This design comes from an exercise in tuning for small area and a short achievable clock period on the open sky130 flow, not from production work. Function was checked by simulation only, so behaviour that the tests miss may differ from the original. Power figures rest on the tool's default switching activity, not on a simulated workload.

run A:
## cam_capture_top
module cam_capture_top (
   input  logic                              i_mipi_pclk,
   input  logic                              i_rst_n,
   input  cam_pixel_pkg::cam_in_t            i_cam,
   input  logic                              i_trigger_capture,
   input  logic                              i_continuous_capture,
   input  logic                              i_rgb_gray,
   input  logic                              i_dma_init_done,
   input  logic                              i_dma_wready,
   output logic                              o_dma_wvalid,
   output logic                              o_dma_wlast,
   output cam_dma_pkg::dma_beat_t            o_dma_wdata,
   output logic                              o_frame_start,
   output logic                              o_fifo_overflow,
   output logic [31:0]                       o_dma_status,
   output logic [cam_dma_pkg::DBG_CNT_W-1:0] o_dbg_wcount,
   output logic [cam_dma_pkg::DBG_CNT_W-1:0] o_dbg_rcount
);
   logic        fifo_wr;
   cam_dma_pkg::fifo_word_t  fifo_wdata;
   cam_dma_pkg::fifo_word_t  fifo_ldata;
   logic        fifo_gray;
   logic        fifo_rd;
   cam_dma_pkg::fifo_word_t  fifo_rdata;
   logic        fifo_empty;
   logic        fifo_empty_nxt;
   cam_dma_pkg::dma_status_t dma_status;
   assign o_dma_status = {29'd0, dma_status};
   cam_frame_packer u_packer (
      .i_mipi_pclk          (i_mipi_pclk),
      .i_rst_n              (i_rst_n),
      .i_cam                (i_cam),
      .i_trigger_capture    (i_trigger_capture),
      .i_continuous_capture (i_continuous_capture),
      .i_rgb_gray           (i_rgb_gray),
  ...
Size: roughly 6900 cells after synthesis, about 3400 flip-flops, roughly 220 I/O pins.
make LEC_CHECK=0 CAP_MARGIN=20 CORE_MARGIN=2 CORE_UTILIZATION=45 CTS_CLUSTER_DIAMETER=70 CTS_CLUSTER_SIZE=30 SETUP_SLACK_MARGIN=3.2 SLEW_MARGIN=20 TNS_END_PERCENT=0 finish   # period 5.8 ns
run.sh (not shown) runs the stock make flow with config.mk's settings and CLKGATE_MAP_FILE= SYNTH_SCRIPT=/design/flow/synth_recipe.tcl, a recipe that flattens the netlist after the stock synthesis.
Run A closes out successfully: all stages finished, all timing, DRC and antenna checks passed.
Modified inputs, run B compared to run A
--- a/flow/config.mk
+++ b/flow/config.mk
@@ -9,3 +9,3 @@
 export CORE_MARGIN = 2
-export CORE_UTILIZATION = 45
+export CORE_UTILIZATION = 50
 export CTS_CLUSTER_DIAMETER = 70
Results
[run B] global routing usage summed across all routing layers rose 3.8 points relative to run A. Row clock network fraction of total power: run B higher / run A lower. A cell at the slowest stage of the critical path of sky130_fd_sc_hd__nor4_4 is what run B shows, while sky130_fd_sc_hd__nor4_2 belongs to run A. NOTE: area fraction of clock buffers and clock inverters in run B exceeds that of run A. Clock transition at the registers of the reported paths: run B vs run A — no meaningful difference. Compared with run A, run B is hungrier on power. When run B is measured against run A, its maximum net fanout on the critical path turns out 64 higher. Run B vs run A, global routing usage on met2 went up by 4.7 points. Combinational cell fraction of total power was lower in the run labelled run B. Run B -> run A: post-detailed-routing wire length flat.
What run C does differently from run B at the input level:
--- a/flow/config.mk
+++ b/flow/config.mk
@@ -9,5 +9,6 @@
 export CORE_MARGIN = 2
-export CORE_UTILIZATION = 50
+export CORE_UTILIZATION = 45
 export CTS_CLUSTER_DIAMETER = 70
 export CTS_CLUSTER_SIZE = 30
+export PLACE_DENSITY = 0.8
 export SETUP_SLACK_MARGIN = 3.2
Results
Run B has a higher post-layout total power than run C. Height of the die delta for run C relative to run B: 27 µm higher. Total via count in the routed design up 2.3% in run C wrt run B. When run C is set beside run B, its wire length of the first global-routing pass turns out to be 37 mm smaller. Comparing run B with run C, the sequential cell count came out essentially unchanged. The sequential share of layout area of run C exceeds that of run B by 1.1 points. When the final numbers for run B and run C were put side by side, the final cell count turned out to be greater in run C. When run C is set beside run B, its total non-filler cell area in the finished layout turns out to be 1.7% smaller.
#### Input delta (run D over run C)
--- a/flow/config.mk
+++ b/flow/config.mk
@@ -12,5 +12,4 @@
 export CTS_CLUSTER_SIZE = 30
-export PLACE_DENSITY = 0.8
 export SETUP_SLACK_MARGIN = 3.2
 export SLEW_MARGIN = 20
-export TNS_END_PERCENT = 0
+export TNS_END_PERCENT = 5
Run D vs. run C: power went up by 4.1%. From run C to run D, die area did not move at all. Against run C, run D reports a via count that is lower. What run D reported for global-route wire length before repair has to be multiplied by 0.935 to get the figure for run C. Share of the clock period used by the worst path after layout: run D vs run C down 0.99 points. Length in cells of the worst reg-to-reg path, run C and run D: larger value in run D. [compare] base=run C new=run D: sequential share of layout area decreased 1.6 points, net load switching power +0.84 mW. In the metrics for run C and run D, the one carrying the higher count of clock buffers in the final design is run D.

* * *

Setup of before:
cam_capture_top again, from the RTL that the note above started with.
make LEC_CHECK=0 CAP_MARGIN=20 CORE_MARGIN=2 CORE_UTILIZATION=45 CTS_CLUSTER_DIAMETER=70 CTS_CLUSTER_SIZE=30 PLACE_DENSITY=0.72 SETUP_SLACK_MARGIN=3.2 SLEW_MARGIN=20 TNS_END_PERCENT=0 finish   # period 5.8 ns
before finished every step from synthesis to the final layout, and the layout passed the timing, design-rule and antenna checks.
### before -> after
- a change of SLEW_MARGIN from 20 to 10
- a change of CAP_MARGIN from 20 to 10
- a deleted PLACE_DENSITY that had been 0.72
Findings:
- after: done, clean on timing, DRC and antenna
- Diff before -> after: detailed-route vias per instance now smaller, delay contributed by the slowest stage of the critical path now larger, length of routed wiring on met1 now larger, number of buffer and inverter stages on the critical path now smaller.
- The relative contribution of the clock network to total power number comes out lower for before vs after.

## afterwards: timing with drivers on the ports
No port has a modelled driver above. Below, the same layouts with a new extraction and two added sets of constraints. Step 1 assumes that a clkbuf_16 drives the clock port and a buf_2 every other input. Step 2 times the ports against the registers' clock, not the clock port: input delays grow and output delays shrink by t, the midpoint of the rising clock arrivals with the driver on. Slacks: ideal / step 1 / step 2; pairs: ideal / step 1.
| run | shift t [ns] | setup WS [ns] | pins driven straight from the clock port |
|---|---|---|---|
| run A | 0.971 | 2.970 / 2.956 / 2.129 | 1 |
| run B | 0.966 | 2.945 / 2.935 / 2.153 | 1 |
| run C | 0.949 | 2.926 / 2.926 / 2.170 | 1 |
| run D | 0.968 | 2.983 / 2.978 / 2.140 | 1 |
| before | 0.973 | 2.927 / 2.927 / 2.155 | 1 |
| after | 0.985 | 2.876 / 2.876 / 2.152 | 1 |
After both steps setup and hold are still met in every run listed. The setup slack of run D, which loses most, moves by -0.005 ns with the drivers and by -0.843 ns with both steps.
